Background: an optimization exercise with open tools, aiming at small area. Do not read the settings as production practice. Only simulation tests tie the RTL to the original design; equivalence was not proved. No activity file was given, so power comes from the tool's default toggle rates.

--- flow/design.v ---
package nn_pkg;
  localparam int PREC = 18;
  typedef logic signed [PREC-1:0] act_t;
  localparam int NUM_CLASSES = 10;
  localparam int NUM_LEDS    = 8;
  typedef logic [3:0]  neuron_id_t;
  typedef logic [16:0] img_id_t;
  typedef logic [16:0] count_t;
  typedef logic [9:0]  epoch_t;
  typedef enum logic [1:0] {
    ST_IDLE    = 2'd0,
    ST_COLLECT = 2'd1,
    ST_RANK    = 2'd2,
    ST_REPORT  = 2'd3
  } layer_state_e;
endpackage
module classifier_top #(
  parameter int LANES       = 2,
  parameter int CYCLE_WIDTH = 32
) (
  input  logic                              clk,
  input  logic                              reset,
  input  logic                              start_i,
  input  logic                              img_valid_i,
  input  nn_pkg::img_id_t                   img_id_i,
  input  nn_pkg::neuron_id_t                img_label_i,
  input  logic                              training_mode_i,
  input  logic                              act_valid_i,
  input  nn_pkg::act_t       [LANES-1:0]    act_i,
  input  nn_pkg::neuron_id_t [LANES-1:0]    neuron_id_i,
  output logic                              img_ready_o,
  output logic                              result_valid_o,
  output logic                              correct_o,
  output logic [nn_pkg::NUM_LEDS-1:0]       led_o,
  output nn_pkg::count_t                    num_correct_train_o,
  output nn_pkg::count_t                    num_correct_test_o,
  output nn_pkg::epoch_t                    epoch_o,
  output logic [CYCLE_WIDTH-1:0]            active_cycles_o,
  output logic [CYCLE_WIDTH-1:0]            idle_cycles_o
);
  localparam int N      = nn_pkg::NUM_CLASSES;
  localparam int W      = nn_pkg::PREC;
  localparam int STAGES = 5;
  nn_pkg::layer_state_e state;
  nn_pkg::layer_state_e next_state;
  logic                 accept;
  logic                 collect;
  logic                 busy;
  logic                 complete;
  nn_pkg::neuron_id_t   ctx_label;
  logic                 ctx_training_mode;
  assign accept  = (state == nn_pkg::ST_IDLE) && img_valid_i && start_i;
  assign collect = (state == nn_pkg::ST_COLLECT);
  assign busy    = (state != nn_pkg::ST_IDLE);
  always_comb begin
    case (state)
      nn_pkg::ST_IDLE:    next_state = accept ? nn_pkg::ST_COLLECT : nn_pkg::ST_IDLE;
      nn_pkg::ST_COLLECT: next_state = complete ? nn_pkg::ST_RANK : nn_pkg::ST_COLLECT;
      nn_pkg::ST_RANK:    next_state = result_valid_o ? nn_pkg::ST_REPORT : nn_pkg::ST_RANK;
      nn_pkg::ST_REPORT:  next_state = nn_pkg::ST_IDLE;
      default:            next_state = nn_pkg::ST_IDLE;
    endcase
  end
  always_ff @(posedge clk) begin
    if (reset) begin
      state <= nn_pkg::ST_IDLE;
    end else begin
      state <= next_state;
    end
  end
  always_ff @(posedge clk) begin
    if (accept) begin
      ctx_label         <= img_label_i;
      ctx_training_mode <= training_mode_i;
    end
  end
  assign img_ready_o = !busy;
  nn_pkg::act_t [N-1:0] acts;
  logic                 beat;
  logic [N-1:0]         wr0;
  logic [N-1:0]         wr1;
  logic [N-1:0]         hold;
  assign beat = collect && act_valid_i;
  always_comb begin
    for (int k = 0; k < N; k++) begin
      wr1[k]  = beat && (neuron_id_i[1] == k);
      wr0[k]  = beat && (neuron_id_i[0] == k) && (neuron_id_i[1] != k);
      hold[k] = !(wr0[k] || wr1[k]);
    end
  end
  nn_pkg::act_t [N-1:0] acts_next;
  always_comb begin
    for (int k = 0; k < N; k++) begin
      acts_next[k] = ({W{wr1[k]}}  & act_i[1]) |
                     ({W{wr0[k]}}  & act_i[0]) |
                     ({W{hold[k]}} & acts[k]);
    end
  end
  always_ff @(posedge clk) begin
    acts <= acts_next;
  end
  always_ff @(posedge clk) begin
    if (reset) begin
      complete <= 1'b0;
    end else begin
      complete <= beat && (neuron_id_i[1] == nn_pkg::neuron_id_t'(N - 1));
    end
  end
  localparam int HI = 8;    
  logic [N-1:0]      cand_hi;
  logic [N-1:0]      cand_mid;
  logic [N-1:0]      cand_lo;
  logic [HI-1:0]     mkey_hi;
  logic [HI-1:0]     mkey_mid;
  logic [W-HI-1:0]   mkey_lo;
  nn_pkg::act_t      max_v;
  logic              eq0;
  logic              eq1;
  logic [N-1:0]      match_q;
  logic [STAGES-1:0] vld;
  logic              label_hit;
  logic              other_hit;
  always_comb begin
    cand_hi = '1;
    for (int i = W - 1; i >= W - HI; i--) begin
      logic [N-1:0] bits;
      for (int k = 0; k < N; k++) begin
        bits[k] = (i == W - 1) ? !acts_next[k][i] : acts_next[k][i];
      end
      mkey_hi[i-(W-HI)] = |(cand_hi & bits);
      cand_hi = cand_hi & (bits | {N{!mkey_hi[i-(W-HI)]}});
    end
  end
  always_ff @(posedge clk) begin
    cand_mid <= cand_hi;
    mkey_mid <= mkey_hi;
  end
  always_comb begin
    cand_lo = cand_mid;
    for (int i = W - HI - 1; i >= 0; i--) begin
      logic [N-1:0] bits;
      for (int k = 0; k < N; k++) begin
        bits[k] = acts[k][i];
      end
      mkey_lo[i] = |(cand_lo & bits);
      cand_lo = cand_lo & (bits | {N{!mkey_lo[i]}});
    end
  end
  assign max_v = {!mkey_mid[HI-1], mkey_mid[HI-2:0], mkey_lo};
  assign eq0   = (act_i[0] == max_v);
  assign eq1   = (act_i[1] == max_v);
  always_ff @(posedge clk) begin
    if (collect || vld[STAGES-1]) begin
      for (int k = 0; k < N; k++) begin
        match_q[k] <= wr1[k] ? eq1 : (wr0[k] ? eq0 : cand_lo[k]);
      end
    end
  end
  always_ff @(posedge clk) begin
    if (reset) begin
      vld <= '0;
    end else begin
      vld <= {vld[STAGES-2:0], complete};
    end
  end
  always_comb begin
    label_hit = 1'b0;
    other_hit = 1'b0;
    for (int k = 0; k < N; k++) begin
      if (k == ctx_label) begin
        label_hit = match_q[k];
      end else begin
        other_hit = other_hit | match_q[k];
      end
    end
  end
  always_ff @(posedge clk) begin
    if (reset) begin
      result_valid_o <= 1'b0;
      correct_o      <= 1'b0;
      led_o          <= '0;
    end else begin
      result_valid_o <= vld[STAGES-1];
      if (vld[STAGES-1]) begin
        correct_o <= label_hit && !other_hit;
        led_o     <= match_q[nn_pkg::NUM_LEDS-1:0];
      end
    end
  end
  logic        prev_nz;
  logic        new_epoch;
  logic        id_zero;
  logic        hit;
  logic [10:0] ep_c;
  logic [9:0]  ep_s;
  logic [17:0] tr_c;
  logic [16:0] tr_s;
  logic [17:0] te_c;
  logic [16:0] te_s;
  assign id_zero = (img_id_i == '0);
  assign hit     = result_valid_o && correct_o;
  always_ff @(posedge clk) begin
    if (reset) begin
      prev_nz   <= 1'b0;
      new_epoch <= 1'b0;
    end else begin
      new_epoch <= accept && id_zero && prev_nz;
      if (accept) begin
        prev_nz <= !id_zero;
      end
    end
  end
  always_comb begin
    ep_c[0] = new_epoch;
    for (int i = 0; i < 10; i++) begin
      ep_s[i]   = epoch_o[i] ^ ep_c[i];
      ep_c[i+1] = epoch_o[i] & ep_c[i];
    end
    tr_c[0] = hit && ctx_training_mode;
    te_c[0] = hit && !ctx_training_mode;
    for (int i = 0; i < 17; i++) begin
      tr_s[i]   = num_correct_train_o[i] ^ tr_c[i];
      tr_c[i+1] = num_correct_train_o[i] & tr_c[i];
      te_s[i]   = num_correct_test_o[i] ^ te_c[i];
      te_c[i+1] = num_correct_test_o[i] & te_c[i];
    end
  end
  always_ff @(posedge clk) begin
    if (reset) begin
      epoch_o <= '0;
    end else begin
      epoch_o <= ep_s;
    end
  end
  always_ff @(posedge clk) begin
    if (reset || new_epoch) begin
      num_correct_train_o <= '0;
      num_correct_test_o  <= '0;
    end else begin
      num_correct_train_o <= tr_s;
      num_correct_test_o  <= te_s;
    end
  end
  logic                   clr;
  logic [CYCLE_WIDTH:0]   act_c;
  logic [CYCLE_WIDTH:0]   idl_c;
  logic [CYCLE_WIDTH-1:0] act_s;
  logic [CYCLE_WIDTH-1:0] idl_s;
  assign clr = reset || !start_i;
  always_comb begin
    act_c[0] = busy;
    idl_c[0] = !busy;
    for (int i = 0; i < CYCLE_WIDTH; i++) begin
      act_s[i]   = active_cycles_o[i] ^ act_c[i];
      act_c[i+1] = active_cycles_o[i] & act_c[i];
      idl_s[i]   = idle_cycles_o[i] ^ idl_c[i];
      idl_c[i+1] = idle_cycles_o[i] & idl_c[i];
    end
  end
  always_ff @(posedge clk) begin
    if (clr) begin
      active_cycles_o <= '0;
      idle_cycles_o   <= '0;
    end else begin
      active_cycles_o <= act_s;
      idle_cycles_o   <= idl_s;
    end
  end
endmodule
--- flow/run.sh ---
#!/bin/bash
# synth_recipe.tcl (not shown) runs the flow's synth.tcl, then flattens the netlist and writes it again
# the make line also repeats each setting of config.mk as NAME=value (left out here)
make -C /OpenROAD-flow-scripts/flow DESIGN_CONFIG=/design/flow/config.mk WORK_HOME=/design/flow/orfs CLKGATE_MAP_FILE= SYNTH_SCRIPT=/design/flow/synth_recipe.tcl finish
--- flow/config.mk ---
export PLATFORM = sky130hd
export DESIGN_NAME = classifier_top
export DESIGN_NICKNAME = classifier_top
export VERILOG_FILES = /design/flow/design.v
export SDC_FILE = /design/flow/constraint.sdc
export NUM_CORES = 4
export LEC_CHECK = 0
export ABC_AREA = 1
export CAP_MARGIN = 40
export CORE_MARGIN = 2
export CORE_UTILIZATION = 60
export CTS_BUF_LIST = sky130_fd_sc_hd__clkbuf_4 sky130_fd_sc_hd__clkbuf_8
export SLEW_MARGIN = 30
--- flow/constraint.sdc ---
create_clock -name core_clock -period 10.0 [get_ports {clk}]
set_input_delay 2.0000 -clock core_clock [delete_from_list [all_inputs] [get_ports {clk}]]
set_output_delay 2.0000 -clock core_clock [all_outputs]
set_load 0.01 [all_outputs]
==> impl_metrics.ini, run 1 <==
[timing]
final.hold.worst_slack_ns = 0.4026
grt_setup_unrepaired = false
clock.fmax_mhz = 112.4
final_number_of_hold_violating_endpoints = 0
worst_pin_slew_ns = 0.7602
fin_worst_skew_ns = 0.03549
finalSetupTns_ns = 0
final.min_clock_period_ns = 8.898
min_period_over_period = 0.8898
max_slew_margin = 0.4927
report.final.slew_viol_count = 0
setup_violations = 0

[clock_tree]
cts_hold_buffers_added = 0
cts_root_buffer = sky130_fd_sc_hd__clkbuf_8
cts_resized = 0
postCtsSetupRepairBufs = 0
cts_htree_levels = 2
cts_inserted_buffers = 57
tritoncts = built
numClockSinks = 341
path_clk_slew_ns = 0.06
clk_path_buf_depth = 3
clock_latency_ns = 0.62

[logic_synthesis]
synth-seq-cells = 341
post-synth-top-area-cell = sky130_fd_sc_hd__dfxtp_1
register_area_share_after_synthesis = 0.3810
synth.most_common_cell = sky130_fd_sc_hd__inv_1
yosys_most_used_dff = sky130_fd_sc_hd__dfxtp_1
syn_inst = 2431
synth_common_cells = sky130_fd_sc_hd__inv_1, sky130_fd_sc_hd__nand2_1, sky130_fd_sc_hd__dfxtp_1
synth_edf_count = 15
syn_avg_cell_area_um2 = 7.533
synth_warnings = 1
distinct_cells_synth = 63
synthDominantCellAreaShare = 0.3564
synth_top_cells_by_area = sky130_fd_sc_hd__dfxtp_1, sky130_fd_sc_hd__inv_1, sky130_fd_sc_hd__nand2_1
synth-async-reset-ratio = 0
syn_area_um2 = 18310

[setup_path]
library_cell_contributing_the_largest_single_delay_on_the_critical_path = sky130_fd_sc_hd__clkdlybuf4s50_1
required_time_of_the_critical_path_ns = 10.50
reg2reg_from = cand_mid[2]
cp_slowest_stage_delay_ns = 0.53
crit_top_cell = sky130_fd_sc_hd__nand2_1
timing.critical_path.to_type = register
rr_worst_depth = 54
r2r-end = match_q[6]
cp.arrival_ns = 9.40
timing.critical_path.from_type = input pin
worst-path-max-fanout = 19
path_class = in -> reg
rrSetupSlack_ns = 2.23

[drt]
drt_drc_violations_left = 0
first_iter_violations = 1695
top_metal_used = met4
drt-total-wl_um = 57460
via_count = 17490
post_drt_via_cell_ratio = 5.699
antenna_violating_nets_post_route = 0
met1Wirelength_um = 22070
dr_wl_met2_um = 25460
drtPass1Iterations = 5
dr_wl_met3_um = 6469
route.detailed.wl_per_inst_um = 18.73

[min_path]
hold-path-cell-count = 2
worstHoldStart = vld[1]
holdPathEnd = vld[2]
min-delay-path-class = reg -> reg

[power_and_ir_drop]
static-leakage-power_nw = 10.67
share_of_power_burned_in_registers = 0.361
ir_worst_vdd_uv = 197.0
comb_power_share = 0.364
powerDensity_nw_per_um2 = 220.9
power.net_switching_mw = 1.897
power.internal_mw = 2.899
power.clock.fraction = 0.275
switching_share = 0.3955

[floorplan]
placement_rows = 63
design.portCount = 190
die_h_um = 178.7
dieArea_um2 = 31930
initial_utilization = 0.6130
fp.coreArea_um2 = 29870
die_width_um = 178.7

[cells_and_area]
num-nets-final = 2804
drive_above_1_share = 0.1311
finish.utilization = 0.7268
syn_to_final_growth_pct = 18.57

[global_route]
grt_overflow_total = 0
grt_first_pass_wirelength_um = 87880
global_route.usage.total = 0.3562
grt_max_degree = 65
antenna_found_initial = 1
grt_pass1_vias = 16670

[place]
gp_congestion = 0.9643
detailed_place_hpwl_um = 41210
port_buffers = 189

[outcome]
run_status = timing/DRC/antenna clean

[flow_run]
max_cap_violations = 0
==> how the worst max path moves through the flow <==
stage          cells past startpoint          end  slack (ns)           start
2_1_floorplan                     57  cand_mid[8]        2.84  neuron_id_i[3]
3_3_place_gp                      49  cand_mid[7]        0.85  neuron_id_i[6]
3_5_place_dp                      49  cand_mid[3]        0.57  neuron_id_i[6]
4_1_cts                           49  cand_mid[1]        1.22  neuron_id_i[6]
5_1_grt                           50  cand_mid[7]        0.26  neuron_id_i[6]
6_report                          49  cand_mid[1]        1.10  neuron_id_i[6]
==> placed cells by master (no fill, tap or decap), types with 15 or more instances in the layout <==
master                              n
sky130_fd_sc_hd__a22oi_1           56
sky130_fd_sc_hd__clkbuf_4          24
sky130_fd_sc_hd__nor2_1           218
sky130_fd_sc_hd__inv_1            487
sky130_fd_sc_hd__nand2_4           16
sky130_fd_sc_hd__ha_1             103
sky130_fd_sc_hd__nor2_2            21
sky130_fd_sc_hd__dfxtp_1          326
sky130_fd_sc_hd__a221oi_1          31
sky130_fd_sc_hd__clkbuf_8          72
sky130_fd_sc_hd__nand3_2           32
sky130_fd_sc_hd__nor3_1            20
sky130_fd_sc_hd__a21oi_1           24
sky130_fd_sc_hd__nand2_1          455
sky130_fd_sc_hd__nand4_1           25
sky130_fd_sc_hd__edfxtp_1          15
sky130_fd_sc_hd__o21ai_0           67
sky130_fd_sc_hd__clkdlybuf4s50_1  189
sky130_fd_sc_hd__inv_2             27
sky130_fd_sc_hd__o21ai_1           25
sky130_fd_sc_hd__o221ai_1          82
sky130_fd_sc_hd__nand2_2           64
sky130_fd_sc_hd__nand3_1          127
sky130_fd_sc_hd__buf_4             35
==> power groups by stage <==
stage | logic [mW] | clock network [mW] | registers [mW]
after floorplan | 1.51 | 0 | 1.72
after global placement | 1.68 | 0 | 1.75
after detailed placement | 1.71 | 0 | 1.75
final | 1.74 | 1.32 | 1.73
after global routing | 1.94 | 1.40 | 1.75
after CTS | 1.72 | 1.34 | 1.73
==> state kept, by name, summed over array words and instances (netlist names), named ones only <==
register,count
idle_cycles_o,32
new_epoch,1
vld,5
cand_mid,10
mkey_mid,8
acts,180
led_o,8
ctx_label,4
match_q,10
num_correct_test_o,17
result_valid_o,1
num_correct_train_o,17
correct_o,1
complete,1
epoch_o,10
active_cycles_o,32
state,1
ctx_training_mode,1
prev_nz,1
==> per-layer routing <==
metal,up-vias,global-route usage
met5,-,0
li1,8231,-
met1,8018,0.4452
met3,249,0.07676
met4,0,0.2033
met2,988,0.5700
==> critical path: cells and delay by family <==
family / cells / cell delay [ns]
AOI/OAI and AO/OA: 8 / 1.34
buffers and inverters: 8 / 1.29
and+or+nand+nor: 33 / 4.78
==> cell families (layout without fill, tap and decap cells) <==
family                   Yosys count  count (layout)  share of synthesized area
AO/OA/AOI/OAI                    317             317                     0.1238
XOR/XNOR                          20              20                   0.009566
adder cells (fa/ha/maj)          103             103                    0.07037
buffers and inverters            602             848                     0.1331
flip-flops                       341             341                     0.3810
other                              0               1                          0
AND/OR/NAND/NOR                 1048            1048                     0.2822
==> layout make-up <==
type	count	area, um^2
antenna	1	2.502
clock buffer	96	1171
clock inverter	10	62.56
fill	2405	8162
inverter	518	1952
multi-input combinational	1488	8906
sequential	341	6977
tap	390	488.0
timing repair buffer	224	2155
==> stage by stage <==
| stage | worst slack [ns] | std cells | power (mW) | area, um^2 |
|---|---|---|---|---|
| 3_3_place_gp | 0.8540 | 2961 | 3.426 | 20470 |
| 2_1_floorplan | 2.837 | 2431 | 3.230 | 18310 |
| 4_1_cts | 1.220 | 3067 | 4.785 | 21710 |
| 5_1_grt | 0.2624 | 3067 | 5.085 | 21710 |
| 3_5_place_dp | 0.5714 | 2961 | 3.465 | 20480 |
| 6_report | 1.102 | 3068 | 4.797 | 21710 |
==> run 2: changes to the inputs <==
==> flow/flow/run.sh (new file) <==
#!/bin/bash
# Standard layout (standard synthesis, placement, routing) with two changes:
# the port buffers use the smallest buffer cell, and clock tree synthesis
# inserts no dummy loads and clusters up to 20 sinks per leaf buffer.
set -euo pipefail
CTS="-sink_clustering_enable -repair_clock_nets"
CTS="$CTS -buf_list {sky130_fd_sc_hd__clkbuf_4 sky130_fd_sc_hd__clkbuf_8}"
CTS="$CTS -dont_use_dummy_load -sink_clustering_size 20 -sink_clustering_max_diameter 50"
bash standard.sh \
  "BUFFER_PORTS_ARGS=-buffer_cell sky130_fd_sc_hd__buf_1" \
  "CTS_ARGS=$CTS" \
  finish > standard_flow.log 2>&1
==> flow/standard.sh (new file) <==
#!/bin/bash
# synth_recipe.tcl (not shown) runs the flow's synth.tcl, then flattens the netlist and writes it again
# the make line also repeats each setting of config.mk as NAME=value (left out here)
make -C /OpenROAD-flow-scripts/flow DESIGN_CONFIG=/design/flow/config.mk WORK_HOME=/design/flow/orfs CLKGATE_MAP_FILE= SYNTH_SCRIPT=/design/flow/synth_recipe.tcl "${@:-finish}"
removed: flow/run.sh
==> impl_metrics.ini, run 2 <==
[cells_and_area]
top_register = acts
area_of_the_multi_input_gates_um2 = 8906
largest_register_ffs = 180
num-fill-cells = 2645
num-nets-final = 2781
final-seq-area_um2 = 6977
syn_to_final_growth_pct = 8.090
largest_registers = acts x180, active_cycles_o x32, idle_cycles_o x32
layout.cells.most_common_list = sky130_fd_sc_hd__inv_1, sky130_fd_sc_hd__nand2_1, sky130_fd_sc_hd__dfxtp_1
drive_above_1_share = 0.1071
layout_commonest_cell = sky130_fd_sc_hd__inv_1
finish.utilization = 0.6626

[logic_synthesis]
synthDominantCellAreaShare = 0.3564
register_area_share_after_synthesis = 0.3810
distinct_cells_synth = 63
yosys_most_used_dff = sky130_fd_sc_hd__dfxtp_1
synth.most_common_cell = sky130_fd_sc_hd__inv_1
synth-seq-cells = 341
synth_warnings = 1
synth_common_cells = sky130_fd_sc_hd__inv_1, sky130_fd_sc_hd__nand2_1, sky130_fd_sc_hd__dfxtp_1
syn_inst = 2431
post-synth-top-area-cell = sky130_fd_sc_hd__dfxtp_1
syn_area_um2 = 18310
syn_avg_cell_area_um2 = 7.533
synth_top_cells_by_area = sky130_fd_sc_hd__dfxtp_1, sky130_fd_sc_hd__inv_1, sky130_fd_sc_hd__nand2_1
synth_edf_count = 15
synth-async-reset-ratio = 0

[clock_tree]
cts_htree_levels = 2
cts_inserted_buffers = 38
clk_path_buf_depth = 3
clock_latency_ns = 0.57
cts_hold_buffers_added = 0
cts_root_buffer = sky130_fd_sc_hd__clkbuf_8
postCtsSetupRepairBufs = 0
path_clk_slew_ns = 0.09
numClockSinks = 341
cts_resized = 0
tritoncts = built

[global_route]
grt_first_pass_wirelength_um = 84930
grt_overflow_total = 0
global_route.usage.total = 0.3440
grt_max_degree = 65
antenna_found_initial = 2
grt_pass1_vias = 16180

[setup_path]
path_class = in -> reg
crit_top_cell = sky130_fd_sc_hd__nand2_1
required_time_of_the_critical_path_ns = 10.44
timing.critical_path.from_type = input pin
worst-path-max-fanout = 19
cp_slowest_stage_delay_ns = 0.44
cp.arrival_ns = 9.24
library_cell_contributing_the_largest_single_delay_on_the_critical_path = sky130_fd_sc_hd__nand2_1
timing.critical_path.to_type = register

[place]
port_buffers = 189
detailed_place_hpwl_um = 40410
gp_congestion = 0.9797
place_ws_ns = 0.8425

[drt]
post_drt_via_cell_ratio = 5.696
drtPass1Iterations = 6
via_count = 17070
route.detailed.wl_per_inst_um = 18.59
drt-total-wl_um = 55700
drt_drc_violations_left = 0
antenna_violating_nets_post_route = 0
first_iter_violations = 1630

[floorplan]
die_width_um = 178.7
placement_rows = 63
fp.coreArea_um2 = 29870
initial_utilization = 0.6130
design.portCount = 190
dieArea_um2 = 31930
die_h_um = 178.7

[timing]
grt_setup_unrepaired = false
report.final.slew_viol_count = 0
clock.fmax_mhz = 113.7
setup_violations = 0
fin_worst_skew_ns = 0.06579
final_number_of_hold_violating_endpoints = 0
final.min_clock_period_ns = 8.798
final.hold.worst_slack_ns = 0.3890
finalSetupTns_ns = 0
min_period_over_period = 0.8798
postLayoutSetupSlackWorst_ns = 1.202
max_slew_margin = 0.3728
worst_pin_slew_ns = 0.9408

[power_and_ir_drop]
ir_worst_vdd_uv = 147.6
powerDensity_nw_per_um2 = 214.7
static-leakage-power_nw = 9.811

[min_path]
min-delay-path-class = reg -> reg

[flow_run]
max_cap_violations = 0

[outcome]
run_status = timing/DRC/antenna clean
-- run 2: cell counts after synthesis --
Identical to the previous run, type by type.
-- run 2: cell type report --
| type | count | share of cell area |
|---|---|---|
| multi-input cells | 1488 | 0.4499 |
| flip-flops and latches | 341 | 0.3525 |
| inverters | 518 | 0.09861 |
| repair buffers | 220 | 0.04779 |
| clock buffers | 38 | 0.02642 |
| well taps | 390 | 0.02465 |
| diodes | 1 | 0.0001264 |
-- run 2: per-layer routing --
layer | vias to the layer above | share of wire | track usage | routed length (um)
li1 | 8151 | - | - | -
met1 | 7807 | 0.39 | 0.4262 | 21990
met2 | 883 | 0.44 | 0.5576 | 24630
met3 | 222 | 0.11 | 0.07634 | 5855
met4 | 2 | 0.058 | 0.1860 | 3209
met5 | - | 0.00023 | 0 | 13
-- run 2: path summary, 6_finish.rpt --
path | startpoint | endpoint | slack, ns | cells past startpoint
worst max-delay path | neuron_id_i[7] | cand_mid[4] | 1.20 | 50
worst min-delay path | complete | vld[0] | 0.39 | 2
worst max register to register | cand_mid[6] | match_q[7] | 2.05 | 53
worst min register to register | complete | vld[0] | 0.39 | 2
-- run 2: cell families (layout without fill, tap and decap cells) --
logic type,count (synthesis),count (layout),share of synthesized area
and+or+nand+nor,1048,1048,0.2822
buffers and inverters,602,776,0.1331
DFF,341,341,0.3810
AOI/OAI and AO/OA,317,317,0.1238
adders and majority gates,103,103,0.07037
xor gates and xnor gates,20,20,0.009566
other,0,1,0
-- run 2: per-stage QoR --
stage          cell area, um^2  power (mW)  instances
4_1_cts                  19770       4.241       2993
3_5_place_dp             19250       3.445       2955
5_1_grt                  19790       4.527       2995
2_1_floorplan            18310       3.230       2431
3_3_place_gp             19240       3.411       2955
6_report                 19790       4.250       2996
-- run 2: where the power goes --
part           internal (mW)  switching, mW  total, mW
registers               1.61          0.122       1.73
logic                  0.532           1.20       1.73
clock network          0.338          0.456      0.794
-- run 2: worst max-delay path, delay by kind of cell --
family / cells / cell delay (ns)
AO/OA/AOI/OAI: 8 / 1.58
buffers and inverters: 9 / 1.07
AND/OR/NAND/NOR: 33 / 4.58
==> run 3: changes to the inputs <==
--- a/flow/design.v
+++ b/flow/design.v
@@ -16,2 +16,11 @@
 endpackage
+module argmax_tree (
+  input  logic [nn_pkg::NUM_CLASSES-1:0] cand_i,
+  input  logic [nn_pkg::NUM_CLASSES-1:0] bits_i,
+  output logic                           any_o,
+  output logic [nn_pkg::NUM_CLASSES-1:0] cand_o
+);
+  assign any_o  = |(cand_i & bits_i);
+  assign cand_o = cand_i & (bits_i | {nn_pkg::NUM_CLASSES{!any_o}});
+endmodule
 module classifier_top #(
@@ -122,13 +131,12 @@
   logic              other_hit;
-  always_comb begin
-    cand_hi = '1;
-    for (int i = W - 1; i >= W - HI; i--) begin
-      logic [N-1:0] bits;
-      for (int k = 0; k < N; k++) begin
-        bits[k] = (i == W - 1) ? !acts_next[k][i] : acts_next[k][i];
-      end
-      mkey_hi[i-(W-HI)] = |(cand_hi & bits);
-      cand_hi = cand_hi & (bits | {N{!mkey_hi[i-(W-HI)]}});
-    end
-  end
+  logic [N-1:0] ch [W:W-HI];
+  assign ch[W] = '1;
+  for (genvar i = W - 1; i >= W - HI; i--) begin : g_hi
+    logic [N-1:0] bits;
+    for (genvar k = 0; k < N; k++) begin : g_entry
+      assign bits[k] = (i == W - 1) ? !acts_next[k][i] : acts_next[k][i];
+    end
+    argmax_tree u_step (.cand_i(ch[i+1]), .bits_i(bits), .any_o(mkey_hi[i-(W-HI)]), .cand_o(ch[i]));
+  end
+  assign cand_hi = ch[W-HI];
   always_ff @(posedge clk) begin
@@ -137,13 +145,12 @@
   end
-  always_comb begin
-    cand_lo = cand_mid;
-    for (int i = W - HI - 1; i >= 0; i--) begin
-      logic [N-1:0] bits;
-      for (int k = 0; k < N; k++) begin
-        bits[k] = acts[k][i];
-      end
-      mkey_lo[i] = |(cand_lo & bits);
-      cand_lo = cand_lo & (bits | {N{!mkey_lo[i]}});
-    end
-  end
+  logic [N-1:0] cl [W-HI:0];
+  assign cl[W-HI] = cand_mid;
+  for (genvar i = W - HI - 1; i >= 0; i--) begin : g_lo
+    logic [N-1:0] bits;
+    for (genvar k = 0; k < N; k++) begin : g_entry
+      assign bits[k] = acts[k][i];
+    end
+    argmax_tree u_step (.cand_i(cl[i+1]), .bits_i(bits), .any_o(mkey_lo[i]), .cand_o(cl[i]));
+  end
+  assign cand_lo = cl[0];
   assign max_v = {!mkey_mid[HI-1], mkey_mid[HI-2:0], mkey_lo};
--- a/flow/flow/run.sh
+++ b/flow/flow/run.sh
@@ -3,3 +3,4 @@
 # the port buffers use the smallest buffer cell, and clock tree synthesis
-# inserts no dummy loads and clusters up to 20 sinks per leaf buffer.
+# inserts no dummy loads and clusters up to 20 sinks per leaf buffer, and
+# non-critical gates are downsized after global routing.
 set -euo pipefail
@@ -11,2 +12,3 @@
   "CTS_ARGS=$CTS" \
+  "RECOVER_POWER=100" \
   finish > standard_flow.log 2>&1
--- a/flow/config.mk
+++ b/flow/config.mk
@@ -13 +13,2 @@
 export SLEW_MARGIN = 30
+export SYNTH_HIERARCHICAL = 1
==> impl_metrics.ini, run 3 <==
[logic_synthesis]
post-synth-top-area-cell = sky130_fd_sc_hd__dfxtp_1
yosys_most_used_dff = sky130_fd_sc_hd__dfxtp_1
synth.most_common_cell = sky130_fd_sc_hd__nand2_1
synthDominantCellAreaShare = 0.3739
synth_common_cells = sky130_fd_sc_hd__nand2_1, sky130_fd_sc_hd__dfxtp_1, sky130_fd_sc_hd__inv_1
syn_inst = 2259
distinct_cells_synth = 44
syn_area_um2 = 17460
syn_avg_cell_area_um2 = 7.728
synth-seq-cells = 341
synth_top_cells_by_area = sky130_fd_sc_hd__dfxtp_1, sky130_fd_sc_hd__nand2_1, sky130_fd_sc_hd__o221ai_1
synth_warnings = 11
register_area_share_after_synthesis = 0.3997
synth_edf_count = 15
synth-async-reset-ratio = 0

[setup_path]
worst-path-max-fanout = 19
timing.critical_path.from_type = input pin
cp-startpoint = neuron_id_i[6]
cp_slowest_stage_delay_ns = 0.55
reg2reg_from = cand_mid[9]
cp.arrival_ns = 9.35
required_time_of_the_critical_path_ns = 10.46
crit_top_cell = sky130_fd_sc_hd__nand2_1
timing.critical_path.to_type = register
library_cell_contributing_the_largest_single_delay_on_the_critical_path = sky130_fd_sc_hd__inv_1
path_class = in -> reg

[cells_and_area]
final-instance-count-excl-fill = 2771
layout.cells.most_common_list = sky130_fd_sc_hd__nand2_1, sky130_fd_sc_hd__dfxtp_1, sky130_fd_sc_hd__inv_1
final-seq-area_um2 = 6977
num-fill-cells = 2657
num-nets-final = 2563
layout_commonest_cell = sky130_fd_sc_hd__nand2_1
fin_area_um2 = 18360
syn_to_final_growth_pct = 5.154
antenna_cells = 0
largest_registers = acts x180, active_cycles_o x32, idle_cycles_o x32
finish.utilization = 0.6395
top_register = acts
area_of_the_multi_input_gates_um2 = 8588
drive_above_1_share = 0.04566
largest_register_ffs = 180

[power_and_ir_drop]
share_of_power_burned_in_registers = 0.415
static-leakage-power_nw = 8.893
switching_share = 0.3984
comb_power_share = 0.391
ir_worst_vdd_uv = 177.7
power.net_switching_mw = 1.608
power.clock.fraction = 0.194
power.internal_mw = 2.428
powerDensity_nw_per_um2 = 219.8
power_mw = 4.035

[drt]
post_drt_via_cell_ratio = 5.963
first_iter_violations = 1363
drt_drc_violations_left = 0
drtPass1Iterations = 6
antenna_violating_nets_post_route = 0
via_count = 16520
drt-total-wl_um = 50980
route.detailed.wl_per_inst_um = 18.40

[floorplan]
initial_utilization = 0.6082
die_width_um = 174.6
design.portCount = 190
die_h_um = 174.6
fp.coreArea_um2 = 28700
dieArea_um2 = 30470
placement_rows = 62

[clock_tree]
numClockSinks = 341
tritoncts = built
cts_htree_levels = 2
clock_latency_ns = 0.58
clk_path_buf_depth = 3
path_clk_slew_ns = 0.09
postCtsSetupRepairBufs = 0
cts_root_buffer = sky130_fd_sc_hd__clkbuf_8
cts_hold_buffers_added = 0
cts_inserted_buffers = 37
cts_resized = 0

[flow_run]
max_cap_violations = 2

[outcome]
run_status = failed layout checks
layout_violations = capacitance limit, slew limit

[global_route]
grt_first_pass_wirelength_um = 79830
global_route.usage.total = 0.3285
grt_max_degree = 44
grt_pass1_vias = 15430
antenna_found_initial = 0
grt_overflow_total = 0

[timing]
postLayoutSetupSlackWorst_ns = 1.108
finalSetupTns_ns = 0
max_slew_margin = -0.2378
final.hold.worst_slack_ns = 0.3887
final_number_of_hold_violating_endpoints = 0
grt_setup_unrepaired = false
min_period_over_period = 0.8892
final.min_clock_period_ns = 8.892
worst_pin_slew_ns = 1.857
setup_violations = 0
fin_worst_skew_ns = 0.05089
clock.fmax_mhz = 112.5
report.final.slew_viol_count = 79

[place]
post_dp_cell_area_um2 = 17970
gp_congestion = 0.9796
port_buffers = 189
place_ws_ns = 0.9036
detailed_place_hpwl_um = 36000
place.detailed.instances = 2733

[min_path]
worstHoldStart = vld[1]
min-delay-path-class = reg -> reg
-- run 3: cell count changes in the layout (fill, tap and decap cells not counted), moves of 32 or more --
| cell | delta |
|---|---|
| sky130_fd_sc_hd__nand3_2 | -32 |
| sky130_fd_sc_hd__nand3_1 | -66 |
| sky130_fd_sc_hd__nand2_2 | -62 |
| sky130_fd_sc_hd__o21ai_0 | -52 |
| sky130_fd_sc_hd__nor2_1 | -38 |
| sky130_fd_sc_hd__nand2_1 | +216 |
| sky130_fd_sc_hd__nand4_1 | +181 |
| sky130_fd_sc_hd__o221ai_1 | +87 |
| sky130_fd_sc_hd__a22oi_1 | -53 |
| sky130_fd_sc_hd__inv_1 | -253 |
-- run 3: cells by family (layout without fill, tap and decap cells) --
group                      after synthesis  after routing  share of synthesized area
DFF                                    341            341                     0.3997
AOI/OAI and AO/OA                      224            224                     0.1100
and+or+nand+nor                       1186           1186                     0.3028
other                                    1             20                  0.0002148
adders and majority gates              103            103                    0.07382
buffers and inverters                  390            499                     0.1065
xor gates and xnor gates                14             14                   0.007024
-- run 3: power groups by stage --
stage          combinational, mW  clock [mW]  sequential, mW
6_report                    1.58       0.784            1.67
5_1_grt                     1.76       0.843            1.69
4_1_cts                     1.55       0.797            1.67
3_5_place_dp                1.54           0            1.70
3_3_place_gp                1.51           0            1.70
2_1_floorplan               1.37           0            1.67
-- run 3: worst max-delay path: cells and delay by family --
kind | cells | cell delay (ns)
simple gates | 42 | 5.31
buf+inv | 10 | 2.05
-- run 3: layer usage --
metal	global-route usage	wire length, um
met5	0	0
met1	0.4200	20990
met2	0.5473	22990
met4	0.1444	2162
met3	0.05657	4840
-- run 3: layout make-up --
cell class,instances,share of cell area
clock buffer,37,0.02774
multi-input combinational,1547,0.4679
tap,384,0.02617
sequential,341,0.3801
inverter,252,0.05153
timing repair buffer,210,0.04662
-- run 3: per-module statistics from Yosys, one instance, submodules excluded --
module,cells inside,cell area (um^2),flops+latches
classifier_top,1503,13720,341
argmax_tree,42,207.7,0
-- run 3: worst paths after layout --
kind | cells past startpoint | slack [ns] | to
min | 2 | 0.39 | vld[2]
max reg2reg | 56 | 1.51 | match_q[9]
max | 52 | 1.11 | cand_mid[7]
min reg2reg | 2 | 0.39 | vld[2]
==> run 4: changes to the inputs <==
==> flow/run.sh (new file) <==
#!/bin/bash
# synth_recipe.tcl (not shown) runs the flow's synth.tcl, then flattens the netlist and writes it again
# the make line also repeats each setting of config.mk as NAME=value (left out here)
make -C /OpenROAD-flow-scripts/flow DESIGN_CONFIG=/design/flow/config.mk WORK_HOME=/design/flow/orfs CLKGATE_MAP_FILE= SYNTH_SCRIPT=/design/flow/synth_recipe.tcl finish
removed: flow/flow/run.sh
removed: flow/standard.sh
==> impl_metrics.ini, run 4 <==
[outcome]
run_status = timing/DRC/antenna clean

[floorplan]
dieArea_um2 = 30470
die_width_um = 174.6
placement_rows = 62
die_h_um = 174.6
initial_utilization = 0.6082
fp.coreArea_um2 = 28700
design.portCount = 190

[setup_path]
reg2reg_from = cand_mid[8]
cp_slowest_stage_delay_ns = 0.52
cp.arrival_ns = 9.82
worst-path-max-fanout = 19
crit_top_cell = sky130_fd_sc_hd__nand2_1
r2r-end = match_q[8]
path_class = in -> reg
required_time_of_the_critical_path_ns = 10.54
timing.critical_path.from_type = input pin
rrSetupSlack_ns = 1.55
library_cell_contributing_the_largest_single_delay_on_the_critical_path = sky130_fd_sc_hd__a221oi_1
timing.critical_path.to_type = register
timing.critical_path.to = cand_mid[3]
rr_worst_depth = 56
cp-startpoint = act_valid_i

[logic_synthesis]
synth_warnings = 11
synth_common_cells = sky130_fd_sc_hd__nand2_1, sky130_fd_sc_hd__dfxtp_1, sky130_fd_sc_hd__inv_1
synth-seq-cells = 341
register_area_share_after_synthesis = 0.3997
syn_avg_cell_area_um2 = 7.728
synthDominantCellAreaShare = 0.3739
distinct_cells_synth = 44
post-synth-top-area-cell = sky130_fd_sc_hd__dfxtp_1
synth_top_cells_by_area = sky130_fd_sc_hd__dfxtp_1, sky130_fd_sc_hd__nand2_1, sky130_fd_sc_hd__o221ai_1
synth.most_common_cell = sky130_fd_sc_hd__nand2_1
syn_area_um2 = 17460
synth_edf_count = 15
syn_inst = 2259
yosys_most_used_dff = sky130_fd_sc_hd__dfxtp_1
synth-async-reset-ratio = 0

[global_route]
global_route.usage.total = 0.3432
grt_max_degree = 65
grt_overflow_total = 0
antenna_found_initial = 0
grt_first_pass_wirelength_um = 83640
grt_pass1_vias = 15900

[min_path]
min-delay-path-class = reg -> reg

[power_and_ir_drop]
comb_power_share = 0.348
powerDensity_nw_per_um2 = 228.8
power.net_switching_mw = 1.761
switching_share = 0.3760
share_of_power_burned_in_registers = 0.358
static-leakage-power_nw = 9.820
ir_worst_vdd_uv = 185.4
power.clock.fraction = 0.294
power.internal_mw = 2.923

[clock_tree]
path_clk_slew_ns = 0.06
clk_path_buf_depth = 3
postCtsSetupRepairBufs = 0
cts_root_buffer = sky130_fd_sc_hd__clkbuf_8
clock_latency_ns = 0.60
cts_resized = 0
cts_hold_buffers_added = 0
cts_inserted_buffers = 55
cts_htree_levels = 2
tritoncts = built
numClockSinks = 341

[cells_and_area]
num-nets-final = 2584
largest_register_ffs = 180
layout.cells.most_common_list = sky130_fd_sc_hd__nand2_1, sky130_fd_sc_hd__dfxtp_1, sky130_fd_sc_hd__inv_1
top_register = acts
final-instance-count-excl-fill = 2839
antenna_cells = 0
num-fill-cells = 2373
syn_to_final_growth_pct = 17.27
largest_registers = acts x180, active_cycles_o x32, idle_cycles_o x32
drive_above_1_share = 0.08798
layout_commonest_cell = sky130_fd_sc_hd__nand2_1

[drt]
drt_drc_violations_left = 0
via_count = 17000
post_drt_via_cell_ratio = 5.987
drtPass1Iterations = 6
drt-total-wl_um = 53610
first_iter_violations = 1599
antenna_violating_nets_post_route = 0
route.detailed.wl_per_inst_um = 18.88

[place]
place.detailed.instances = 2736
port_buffers = 189
gp_congestion = 0.9489
detailed_place_hpwl_um = 36980

[timing]
finalSetupTns_ns = 0
worst_pin_slew_ns = 0.7794
grt_setup_unrepaired = false
final.min_clock_period_ns = 9.285
fin_worst_skew_ns = 0.01815
max_slew_margin = 0.4785
clock.fmax_mhz = 107.7
setup_violations = 0
final_number_of_hold_violating_endpoints = 0
min_period_over_period = 0.9285
report.final.slew_viol_count = 0

[flow_run]
max_cap_violations = 0
## run 4: cells by family (layout without fill, tap and decap cells)
kind of cell	Yosys count	after routing	synth area share
buffers and inverters	390	567	0.1065
AND/OR/NAND/NOR	1186	1186	0.3028
AO/OA/AOI/OAI	224	224	0.1100
other	1	20	0.0002148
XOR/XNOR	14	14	0.007024
adder cells (fa/ha/maj)	103	103	0.07382
flip-flops	341	341	0.3997
## run 4: layout make-up
type	count	area, um^2	share of cell area
Multi-Input combinational cell	1547	8708	0.4254
Sequential cell	341	6977	0.3408
Timing Repair Buffer	213	2076	0.1014
Clock buffer	84	1087	0.05311
Inverter	252	945.9	0.04620
Tap cell	384	480.5	0.02347
Clock inverter	18	197.7	0.009657
## run 4: per-layer routing
layer	wire length [um]	global-route usage
met5	0	0
met4	2602	0.1726
met3	5269	0.06462
met2	24530	0.5635
met1	21200	0.4339
## run 4: per-module statistics from Yosys (local to each module, per instance)
module          area (um^2)  cells inside
classifier_top        13720          1503
argmax_tree           207.7            42
## run 4: worst min-delay path by stage
| stage | depth (start not counted) | endpoint | startpoint | slack [ns] |
|---|---|---|---|---|
| after floorplan | 2 | vld[1] | vld[0] | 0.39 |
| after global placement | 2 | vld[3] | vld[2] | 0.39 |
| after detailed placement | 2 | vld[3] | vld[2] | 0.40 |
| after CTS | 2 | vld[1] | vld[0] | 0.41 |
| after global routing | 2 | vld[3] | vld[2] | 0.43 |
| final | 2 | vld[3] | vld[2] | 0.41 |
## run 4: power groups by stage
stage | Clock, mW | Combinational [mW] | Sequential, mW
2_1_floorplan | 0 | 1.37 | 1.67
3_3_place_gp | 0 | 1.54 | 1.70
3_5_place_dp | 0 | 1.58 | 1.70
4_1_cts | 1.39 | 1.59 | 1.67
5_1_grt | 1.45 | 1.81 | 1.69
6_report | 1.38 | 1.63 | 1.68
## run 4: per-stage QoR
step	hold slack [ns]	util	total power [mW]	area (um^2)	worst slack (ns)
2_1_floorplan	0.3883	-	3.044	17530	3.000
3_3_place_gp	0.3897	0.6676	3.238	19160	0.4564
3_5_place_dp	0.3997	0.6678	3.277	19170	0.4719
4_1_cts	0.4065	0.7126	4.648	20450	1.020
5_1_grt	0.4325	0.7133	4.947	20470	0.005127
6_report	0.4050	0.7133	4.685	20470	0.7146
## run 4: worst max-delay path, delay by kind of cell
kind | cells | cell delay (ns)
buffers and inverters | 7 | 1.35
AO/OA/AOI/OAI | 1 | 0.52
AND/OR/NAND/NOR | 41 | 5.97
==> run 5: changes to the inputs <==
--- a/flow/design.v
+++ b/flow/design.v
@@ -18,8 +18,29 @@
   input  logic [nn_pkg::NUM_CLASSES-1:0] cand_i,
-  input  logic [nn_pkg::NUM_CLASSES-1:0] bits_i,
-  output logic                           any_o,
+  input  logic [nn_pkg::NUM_CLASSES-1:0] key_i,
+  output logic                           nany_o
+);
+  assign nany_o = !(|(cand_i & key_i));
+endmodule
+module argmax_keep_odd (
+  input  logic [nn_pkg::NUM_CLASSES-1:0] cand_i,
+  input  logic [nn_pkg::NUM_CLASSES-1:0] key_i,
+  input  logic                           nany_i,
+  output logic [nn_pkg::NUM_CLASSES-1:0] elim_o
+);
+  assign elim_o = ~(cand_i & (key_i | {nn_pkg::NUM_CLASSES{nany_i}}));
+endmodule
+module argmax_any_even (
+  input  logic [nn_pkg::NUM_CLASSES-1:0] elim_i,
+  input  logic [nn_pkg::NUM_CLASSES-1:0] nkey_i,
+  output logic                           nany_o
+);
+  assign nany_o = &(elim_i | nkey_i);
+endmodule
+module argmax_keep_even (
+  input  logic [nn_pkg::NUM_CLASSES-1:0] elim_i,
+  input  logic [nn_pkg::NUM_CLASSES-1:0] nkey_i,
+  input  logic                           nany_i,
   output logic [nn_pkg::NUM_CLASSES-1:0] cand_o
 );
-  assign any_o  = |(cand_i & bits_i);
-  assign cand_o = cand_i & (bits_i | {nn_pkg::NUM_CLASSES{!any_o}});
+  assign cand_o = ~(elim_i | (nkey_i & ~{nn_pkg::NUM_CLASSES{nany_i}}));
 endmodule
@@ -99,7 +120,12 @@
   end
+  localparam nn_pkg::act_t FLIP = 18'h35555;
   nn_pkg::act_t [N-1:0] acts_next;
+  nn_pkg::act_t         lane0;
+  nn_pkg::act_t         lane1;
+  assign lane0 = act_i[0] ^ FLIP;
+  assign lane1 = act_i[1] ^ FLIP;
   always_comb begin
     for (int k = 0; k < N; k++) begin
-      acts_next[k] = ({W{wr1[k]}}  & act_i[1]) |
-                     ({W{wr0[k]}}  & act_i[0]) |
+      acts_next[k] = ({W{wr1[k]}}  & lane1) |
+                     ({W{wr0[k]}}  & lane0) |
                      ({W{hold[k]}} & acts[k]);
@@ -132,11 +158,33 @@
   logic [N-1:0] ch [W:W-HI];
+  logic [W-1:0] nany;
   assign ch[W] = '1;
-  for (genvar i = W - 1; i >= W - HI; i--) begin : g_hi
+  for (genvar i = W - 1; i >= 0; i--) begin : g_bit
     logic [N-1:0] bits;
+    logic [N-1:0] prev;
     for (genvar k = 0; k < N; k++) begin : g_entry
-      assign bits[k] = (i == W - 1) ? !acts_next[k][i] : acts_next[k][i];
-    end
-    argmax_tree u_step (.cand_i(ch[i+1]), .bits_i(bits), .any_o(mkey_hi[i-(W-HI)]), .cand_o(ch[i]));
+      assign bits[k] = (i >= W - HI) ? acts_next[k][i] : acts[k][i];
+    end
+    if (i >= W - HI) begin : g_hi
+      assign prev = ch[i+1];
+    end else if (i == W - HI - 1) begin : g_first_lo
+      assign prev = cand_mid;
+    end else begin : g_lo
+      assign prev = g_bit[i+1].next;
+    end
+    logic [N-1:0] next;
+    if (i % 2 == 1) begin : g_odd
+      argmax_tree     u_any  (.cand_i(prev), .key_i(bits), .nany_o(nany[i]));
+      argmax_keep_odd u_keep (.cand_i(prev), .key_i(bits), .nany_i(nany[i]), .elim_o(next));
+    end else begin : g_even
+      argmax_any_even  u_any  (.elim_i(prev), .nkey_i(bits), .nany_o(nany[i]));
+      argmax_keep_even u_keep (.elim_i(prev), .nkey_i(bits), .nany_i(nany[i]), .cand_o(next));
+    end
+    if (i >= W - HI) begin : g_hi_out
+      assign ch[i] = next;
+    end
   end
   assign cand_hi = ch[W-HI];
+  assign mkey_hi = ~nany[W-1:W-HI];
+  assign mkey_lo = ~nany[W-HI-1:0];
+  assign cand_lo = g_bit[0].next;
   always_ff @(posedge clk) begin
@@ -145,12 +193,2 @@
   end
-  logic [N-1:0] cl [W-HI:0];
-  assign cl[W-HI] = cand_mid;
-  for (genvar i = W - HI - 1; i >= 0; i--) begin : g_lo
-    logic [N-1:0] bits;
-    for (genvar k = 0; k < N; k++) begin : g_entry
-      assign bits[k] = acts[k][i];
-    end
-    argmax_tree u_step (.cand_i(cl[i+1]), .bits_i(bits), .any_o(mkey_lo[i]), .cand_o(cl[i]));
-  end
-  assign cand_lo = cl[0];
   assign max_v = {!mkey_mid[HI-1], mkey_mid[HI-2:0], mkey_lo};
==> flow/flow/run.sh (new file) <==
#!/bin/bash
# Standard layout (standard synthesis, placement, routing) with these changes:
# the port buffers use the smallest buffer cell, and clock tree synthesis
# inserts no dummy loads and clusters up to 20 sinks per leaf buffer.
set -euo pipefail
CTS="-sink_clustering_enable -repair_clock_nets"
CTS="$CTS -buf_list {sky130_fd_sc_hd__clkbuf_4 sky130_fd_sc_hd__clkbuf_8}"
CTS="$CTS -dont_use_dummy_load -sink_clustering_size 20 -sink_clustering_max_diameter 50"
bash standard.sh \
  "BUFFER_PORTS_ARGS=-buffer_cell sky130_fd_sc_hd__buf_1" \
  "CTS_ARGS=$CTS" \
  finish > standard_flow.log 2>&1
==> flow/standard.sh (new file) <==
#!/bin/bash
# synth_recipe.tcl (not shown) runs the flow's synth.tcl, then flattens the netlist and writes it again
# the make line also repeats each setting of config.mk as NAME=value (left out here)
make -C /OpenROAD-flow-scripts/flow DESIGN_CONFIG=/design/flow/config.mk WORK_HOME=/design/flow/orfs CLKGATE_MAP_FILE= SYNTH_SCRIPT=/design/flow/synth_recipe.tcl "${@:-finish}"
removed: flow/run.sh
==> impl_metrics.ini, run 5 <==
[power_and_ir_drop]
ir_worst_vdd_uv = 149.8
power.clock.fraction = 0.216
switching_share = 0.3666
static-leakage-power_nw = 7.677
power_mw = 3.600
power.internal_mw = 2.280
share_of_power_burned_in_registers = 0.464
powerDensity_nw_per_um2 = 204.3
comb_power_share = 0.321
power.net_switching_mw = 1.320

[place]
place_ws_ns = -0.5404
gp_congestion = 1.011
port_buffers = 189
post_dp_cell_area_um2 = 17060
detailed_place_hpwl_um = 32680

[setup_path]
required_time_of_the_critical_path_ns = 10.40
path_class = reg -> reg
library_cell_contributing_the_largest_single_delay_on_the_critical_path = sky130_fd_sc_hd__o21ai_0
cp_slowest_stage_delay_ns = 0.37
crit_top_cell = sky130_fd_sc_hd__nand2_1
critical_path.n_buffers_inverters = 8
worst-path-max-fanout = 14
cp.arrival_ns = 9.57
rrSetupSlack_ns = 0.84
timing.critical_path.from_type = register
worst_path_dominant_cell_family = simple AND/OR/NAND/NOR gates
timing.critical_path.to_type = register

[timing]
final.min_clock_period_ns = 9.162
final.hold.worst_slack_ns = 0.4093
postLayoutSetupSlackWorst_ns = 0.8377
worst_pin_slew_ns = 0.7845
setup_violations = 0
clock.fmax_mhz = 109.1
grt_setup_unrepaired = false
finalSetupTns_ns = 0
min_period_over_period = 0.9162
fin_worst_skew_ns = 0.04466
max_slew_margin = 0.4751
report.final.slew_viol_count = 0
final_number_of_hold_violating_endpoints = 0

[global_route]
global_route.usage.total = 0.3315
grt_max_degree = 44
antenna_found_initial = 5
grt_first_pass_wirelength_um = 74010
grt_pass1_vias = 14070
grt_overflow_total = 0

[floorplan]
die_width_um = 166.4
dieArea_um2 = 27700
initial_utilization = 0.6092
design.portCount = 190
die_h_um = 166.4
fp.coreArea_um2 = 25980
placement_rows = 59

[cells_and_area]
num-fill-cells = 2243
syn_to_final_growth_pct = 11.31
largest_registers = acts x180, active_cycles_o x32, idle_cycles_o x32
largest_register_ffs = 180
num-nets-final = 2368
layout_commonest_cell = sky130_fd_sc_hd__nand2_1
fin_area_um2 = 17620
top_register = acts
drive_above_1_share = 0.07527
layout.cells.most_common_list = sky130_fd_sc_hd__nand2_1, sky130_fd_sc_hd__dfxtp_1, sky130_fd_sc_hd__nor2_1

[clock_tree]
cts_root_buffer = sky130_fd_sc_hd__clkbuf_8
clock_latency_ns = 0.57
cts_hold_buffers_added = 0
tritoncts = built
cts_htree_levels = 2
cts_inserted_buffers = 37
postCtsSetupRepairBufs = 0
numClockSinks = 341
path_clk_slew_ns = 0.10
clk_path_buf_depth = 3

[drt]
antenna_violating_nets_post_route = 0
first_iter_violations = 1113
via_count = 14810
drt-total-wl_um = 46990
drtPass1Iterations = 8
drt_drc_violations_left = 0
post_drt_via_cell_ratio = 5.858
route.detailed.wl_per_inst_um = 18.58

[logic_synthesis]
synth.most_common_cell = sky130_fd_sc_hd__nand2_1
synth-seq-cells = 341
synth_top_family_by_area = simple AND/OR/NAND/NOR gates
synth_compound_gate_area_share = 0.1706
adder_and_majority_gate_portion_of_the_synthesized_area = 0.08141
post-synth-top-area-cell = sky130_fd_sc_hd__dfxtp_1
syn_area_um2 = 15830
yosys_most_used_dff = sky130_fd_sc_hd__dfxtp_1
syn_inst = 1969
muxShareOfSynthArea = 0
synthDominantCellAreaShare = 0.4123
synth_common_cells = sky130_fd_sc_hd__nand2_1, sky130_fd_sc_hd__dfxtp_1, sky130_fd_sc_hd__nor2_1
synth-async-reset-ratio = 0
synthSimpleGateAreaFrac = 0.2224
synth_warnings = 8
register_area_share_after_synthesis = 0.4407
distinct_cells_synth = 43
syn_avg_cell_area_um2 = 8.040
synth_edf_count = 15
synth_top_cells_by_area = sky130_fd_sc_hd__dfxtp_1, sky130_fd_sc_hd__o221ai_1, sky130_fd_sc_hd__nand2_1
synthXorXnorAreaFrac = 0.01107

[flow_run]
max_cap_violations = 0

[outcome]
run_status = timing/DRC/antenna clean

[min_path]
min-delay-path-class = reg -> reg
## run 5: cell count changes in the layout (fill, tap and decap cells not counted), moves of 19 or more
cell / change
sky130_fd_sc_hd__nand3_1: -20
sky130_fd_sc_hd__clkbuf_8: -36
sky130_fd_sc_hd__o221ai_1: +19
sky130_fd_sc_hd__nand2_1: -303
sky130_fd_sc_hd__inv_1: -51
sky130_fd_sc_hd__o21ai_0: +83
sky130_fd_sc_hd__nor2_1: +142
sky130_fd_sc_hd__buf_4: +27
sky130_fd_sc_hd__nor2_2: -28
sky130_fd_sc_hd__clkdlybuf4s50_1: -189
sky130_fd_sc_hd__buf_1: +189
sky130_fd_sc_hd__nand4_1: -171
sky130_fd_sc_hd__a21oi_1: +88
## run 5: final cells by class
cell class / instances / area (um^2) / share of cell area
flip-flops and latches: 341 / 6977 / 0.3959
clock buffers: 37 / 509.2 / 0.02890
multi-input cells: 1356 / 7802 / 0.4428
diodes: 2 / 5.005 / 0.0002840
inverters: 218 / 818.3 / 0.04644
repair buffers: 240 / 1090 / 0.06185
well taps: 335 / 419.2 / 0.02379
## run 5: cell families after synthesis
kind of cell               count (synthesis)
and+or+nand+nor                          817
AOI/OAI and AO/OA                        396
DFF                                      341
buffers and inverters                    291
adders and majority gates                103
xor gates and xnor gates                  20
other                                      1
## run 5: what timing repair did
item                       4_1_cts  5_1_grt
gates resized for setup          3       18
setup endpoints to repair       10       10
gates cloned                     0        0
hold endpoints to repair         0        0
## run 5: per-stage QoR
stage,utilization,cells
6_report,0.6781,2529
3_5_place_dp,0.6566,2489
4_1_cts,0.6765,2526
2_1_floorplan,-,1988
3_3_place_gp,0.6566,2489
5_1_grt,0.6779,2527
## run 5: worst register-to-register path, delay by kind of cell, from the launching register on
kind | cells | cell delay [ns]
AOI/OAI and AO/OA | 9 | 2.66
xor gates and xnor gates | 1 | 0.22
buffers and inverters | 8 | 0.93
DFF | 1 | 0.36
and+or+nand+nor | 45 | 4.86
## run 5: routing by layer
layer,vias to the layer above,global-route usage,part of all wire
li1,7138,-,-
met1,6784,0.4043,0.39
met2,741,0.5667,0.47
met3,145,0.08032,0.10
met4,6,0.1286,0.034
met5,-,0,0.00087
## run 5: power by group through the flow
stage / Combinational (mW) / Clock [mW] / Sequential, mW
after floorplan: 0.795 / 0 / 1.67
after global placement: 1.09 / 0 / 1.69
after detailed placement: 1.10 / 0 / 1.69
after CTS: 1.11 / 0.788 / 1.67
after global routing: 1.28 / 0.842 / 1.69
final: 1.15 / 0.776 / 1.67
## run 5: worst paths after layout
| check | start | endpoint | cells past startpoint |
|---|---|---|---|
| min reg2reg | vld[3] | vld[4] | 2 |
| max | cand_mid[9] | match_q[9] | 63 |
| min | vld[3] | vld[4] | 2 |
| max reg2reg | cand_mid[9] | match_q[9] | 63 |
## run 5: Yosys stat by module, one instance, submodules excluded
module            flip-flops and latches  area [um^2]  copies in the design
argmax_any_even                        0        68.82                     9
argmax_keep_even                       0        53.80                     9
argmax_keep_odd                        0        50.05                     9
argmax_tree                            0        70.07                     9
classifier_top                       341        13650                     1
==> run 6: changes to the inputs <==
--- a/flow/design.v
+++ b/flow/design.v
@@ -46,2 +46,10 @@
 endmodule
+module argmax_top_bit (
+  input  logic [nn_pkg::NUM_CLASSES-1:0] key_i,
+  output logic                           nany_o,
+  output logic [nn_pkg::NUM_CLASSES-1:0] elim_o
+);
+  assign nany_o = !(|key_i);
+  assign elim_o = ~(key_i | {nn_pkg::NUM_CLASSES{nany_o}});
+endmodule
 module classifier_top #(
@@ -174,3 +182,5 @@
     logic [N-1:0] next;
-    if (i % 2 == 1) begin : g_odd
+    if (i == W - 1) begin : g_top
+      argmax_top_bit u_top (.key_i(bits), .nany_o(nany[i]), .elim_o(next));
+    end else if (i % 2 == 1) begin : g_odd
       argmax_tree     u_any  (.cand_i(prev), .key_i(bits), .nany_o(nany[i]));
==> flow/flow/run.sh (replaced) <==
#!/bin/bash
# Standard layout (standard synthesis, placement, routing) with these changes:
# the port buffers use the smallest buffer cell, and clock tree synthesis
# inserts no dummy loads and clusters up to 8 sinks per leaf buffer.
set -euo pipefail
CTS="-sink_clustering_enable -repair_clock_nets"
CTS="$CTS -buf_list {sky130_fd_sc_hd__clkbuf_4}"
CTS="$CTS -dont_use_dummy_load -sink_clustering_size 8 -sink_clustering_max_diameter 40"
bash standard.sh \
  "BUFFER_PORTS_ARGS=-buffer_cell sky130_fd_sc_hd__buf_1" \
  "CTS_ARGS=$CTS" \
  finish > standard_flow.log 2>&1
--- a/flow/config.mk
+++ b/flow/config.mk
@@ -10,4 +10,4 @@
 export CORE_MARGIN = 2
-export CORE_UTILIZATION = 60
-export CTS_BUF_LIST = sky130_fd_sc_hd__clkbuf_4 sky130_fd_sc_hd__clkbuf_8
+export CORE_UTILIZATION = 70
+export PLACE_DENSITY = 0.75
 export SLEW_MARGIN = 30
==> impl_metrics.ini, run 6 <==
[outcome]
run_status = timing/DRC/antenna clean

[drt]
drt-total-wl_um = 45940
first_iter_violations = 1545
post_drt_via_cell_ratio = 6.181
antenna_violating_nets_post_route = 0
via_count = 15090
drtPass1Iterations = 8
drt_drc_violations_left = 0
route.detailed.wl_per_inst_um = 18.82

[min_path]
min-delay-path-class = reg -> reg

[cells_and_area]
final-seq-area_um2 = 6977
largest_registers = acts x180, active_cycles_o x32, idle_cycles_o x32
layout_commonest_cell = sky130_fd_sc_hd__nand2_1
layout.cells.most_common_list = sky130_fd_sc_hd__nand2_1, sky130_fd_sc_hd__nor2_1, sky130_fd_sc_hd__dfxtp_1
syn_to_final_growth_pct = 8.717
final-instance-count-excl-fill = 2441
num-nets-final = 2331
top_register = acts
drive_above_1_share = 0.07425
num-fill-cells = 1654
largest_register_ffs = 180
area_of_the_multi_input_gates_um2 = 7690
fin_area_um2 = 17170

[place]
place.detailed.instances = 2384
detailed_place_hpwl_um = 31450
post_dp_cell_area_um2 = 16720
gp_congestion = 0.9857
port_buffers = 189

[power_and_ir_drop]
powerDensity_nw_per_um2 = 206.2
power_mw = 3.540
static-leakage-power_nw = 7.453
ir_worst_vdd_uv = 149.1

[clock_tree]
clk_path_buf_depth = 3
path_clk_slew_ns = 0.09
cts_inserted_buffers = 51
cts_resized = 2
postCtsSetupRepairBufs = 0
clock_latency_ns = 0.72
numClockSinks = 341
tritoncts = built
cts_root_buffer = sky130_fd_sc_hd__clkbuf_4
cts_hold_buffers_added = 0
cts_htree_levels = 2

[timing]
final.min_clock_period_ns = 9.108
max_slew_margin = 0.4135
report.final.slew_viol_count = 0
final_number_of_hold_violating_endpoints = 0
worst_pin_slew_ns = 0.8766
setup_violations = 0
min_period_over_period = 0.9108
grt_setup_unrepaired = false
final.hold.worst_slack_ns = 0.4042
finalSetupTns_ns = 0
clock.fmax_mhz = 109.8
fin_worst_skew_ns = 0.09198

[logic_synthesis]
synth_warnings = 8
synth_common_cells = sky130_fd_sc_hd__nand2_1, sky130_fd_sc_hd__nor2_1, sky130_fd_sc_hd__dfxtp_1
synth_edf_count = 15
post-synth-top-area-cell = sky130_fd_sc_hd__dfxtp_1
syn_avg_cell_area_um2 = 8.060
register_area_share_after_synthesis = 0.4419
synth.most_common_cell = sky130_fd_sc_hd__nand2_1
synthDominantCellAreaShare = 0.4133
syn_inst = 1959
yosys_most_used_dff = sky130_fd_sc_hd__dfxtp_1
synth-async-reset-ratio = 0
syn_area_um2 = 15790
synth_top_cells_by_area = sky130_fd_sc_hd__dfxtp_1, sky130_fd_sc_hd__o221ai_1, sky130_fd_sc_hd__nand2_1
distinct_cells_synth = 42
synth-seq-cells = 341

[setup_path]
cp_slowest_stage_delay_ns = 0.38
worst-path-max-fanout = 14
path_class = reg -> reg
cp.arrival_ns = 9.61
crit_top_cell = sky130_fd_sc_hd__nand2_1
library_cell_contributing_the_largest_single_delay_on_the_critical_path = sky130_fd_sc_hd__dfxtp_1
timing.critical_path.to_type = register
required_time_of_the_critical_path_ns = 10.50
timing.critical_path.from_type = register

[floorplan]
design.portCount = 190
dieArea_um2 = 23770
die_h_um = 154.2
die_width_um = 154.2
fp.coreArea_um2 = 21960
placement_rows = 54
initial_utilization = 0.7190

[global_route]
grt_pass1_vias = 14360
grt_first_pass_wirelength_um = 72160
grt_overflow_total = 0
global_route.usage.total = 0.3786
grt_max_degree = 65
antenna_found_initial = 5

[flow_run]
max_cap_violations = 0
run 6: cell types whose count changed in the layout (fill, tap and decap cells not counted), sizes merged:
cell	delta
o21ai	-10
nor2	+14
diode	+4
nand4	-1
buf	-21
inv	-1
conb	-20
nand2	-13
nand3	+1
clkbuf	+14
run 6: metrics by stage:
stage,setup WS [ns],util
final,0.8922,0.7817
after global routing,0.1196,0.7813
after global placement,-0.4250,0.7607
after detailed placement,-0.4533,0.7615
after CTS,0.01661,0.7791
after floorplan,2.310,-
run 6: power breakdown:
| group | leakage, nW | switching [mW] | internal [mW] |
|---|---|---|---|
| Combinational | 4.40 | 0.806 | 0.384 |
| Clock | 0.235 | 0.443 | 0.233 |
| Sequential | 2.81 | 0.110 | 1.56 |
| Total | 7.45 | 1.36 | 2.18 |
run 6: worst paths after layout:
| kind | start | end | slack, ns | cells past startpoint |
|---|---|---|---|---|
| worst max-delay path | cand_mid[8] | match_q[3] | 0.89 | 63 |
| worst min-delay path | vld[0] | vld[1] | 0.40 | 2 |
| worst max register to register | cand_mid[8] | match_q[3] | 0.89 | 63 |
| worst min register to register | vld[0] | vld[1] | 0.40 | 2 |
run 6: cell type report:
cell class | count | area share
multi-input combinational | 1327 | 0.4480
sequential | 341 | 0.4064
timing repair buffer | 219 | 0.05452
inverter | 217 | 0.04745
clock buffer | 51 | 0.02230
tap | 280 | 0.02041
antenna | 6 | 0.0008747
run 6: logic make-up after synthesis:
group,after synthesis,share of synthesized area
simple gates,818,0.2233
compound gates,386,0.1679
flops,341,0.4419
buf+inv,291,0.07417
fa+ha+maj,103,0.08162
xor+xnor,20,0.01109
run 6: critical path: cells and delay by family (launching register included):
family / cells / cell delay [ns]
compound gates: 9 / 2.54
xor+xnor: 1 / 0.13
buf+inv: 9 / 0.94
flops: 1 / 0.38
simple gates: 44 / 4.83
run 6: metal layers:
| metal | track usage | vias to the layer above | wire length, um |
|---|---|---|---|
| li1 | - | 7068 | - |
| met1 | 0.4872 | 6834 | 17670 |
| met2 | 0.6165 | 975 | 20560 |
| met3 | 0.07957 | 210 | 5556 |
| met4 | 0.1727 | 2 | 2139 |
| met5 | 0 | - | 16 |
run 6: Yosys stat by module (local to each module, per instance):
module	times used	cells inside	area [um^2]	flops+latches
argmax_tree	8	18	70.07	0
argmax_keep_even	9	11	53.80	0
argmax_top_bit	1	19	82.58	0
classifier_top	1	1455	13640	341
argmax_any_even	9	18	68.82	0
argmax_keep_odd	8	10	50.05	0

static timing again, ports no longer ideal:
No port has a modelled driver above. Below, the same layouts with a new extraction and two added sets of constraints.
Step 1, drivers: a clkbuf_16 drives clk and a buf_2 each remaining input, both assumed.
Step 2 times the ports against the registers' clock, not the clock port: input delays grow and output delays shrink by t, the midpoint of the rising clock arrivals with the driver on.
a / b / c = no drivers / after step 1 / after step 2; a / b = the first two.
| run | t (ns) | setup slack, ns | hold slack, ns | worst data-port slew with drivers (ns) | pins driven straight from the clock port |
|---|---|---|---|---|---|
| run 1 | 0.657 | 1.102 / 1.084 / 0.427 | 0.403 / 0.403 / 0.403 | 0.11 | 1 |
| run 2 | 0.589 | 1.202 / 1.186 / 0.597 | 0.389 / 0.389 / 0.389 | 0.09 | 1 |
| run 3 | 0.604 | 1.108 / 1.128 / 0.524 | 0.389 / 0.389 / 0.389 | 0.06 | 1 |
| run 4 | 0.643 | 0.715 / 0.725 / 0.082 | 0.405 / 0.405 / 0.405 | 0.06 | 1 |
| run 5 | 0.588 | 0.838 / 0.838 / 0.643 | 0.409 / 0.409 / 0.409 | 0.08 | 1 |
| run 6 | 0.722 | 0.892 / 0.892 / 0.726 | 0.404 / 0.404 / 0.404 | 0.09 | 1 |
For run 1, which loses most, drivers alone change the setup slack by -0.018 ns; drivers and shift together by -0.675 ns.
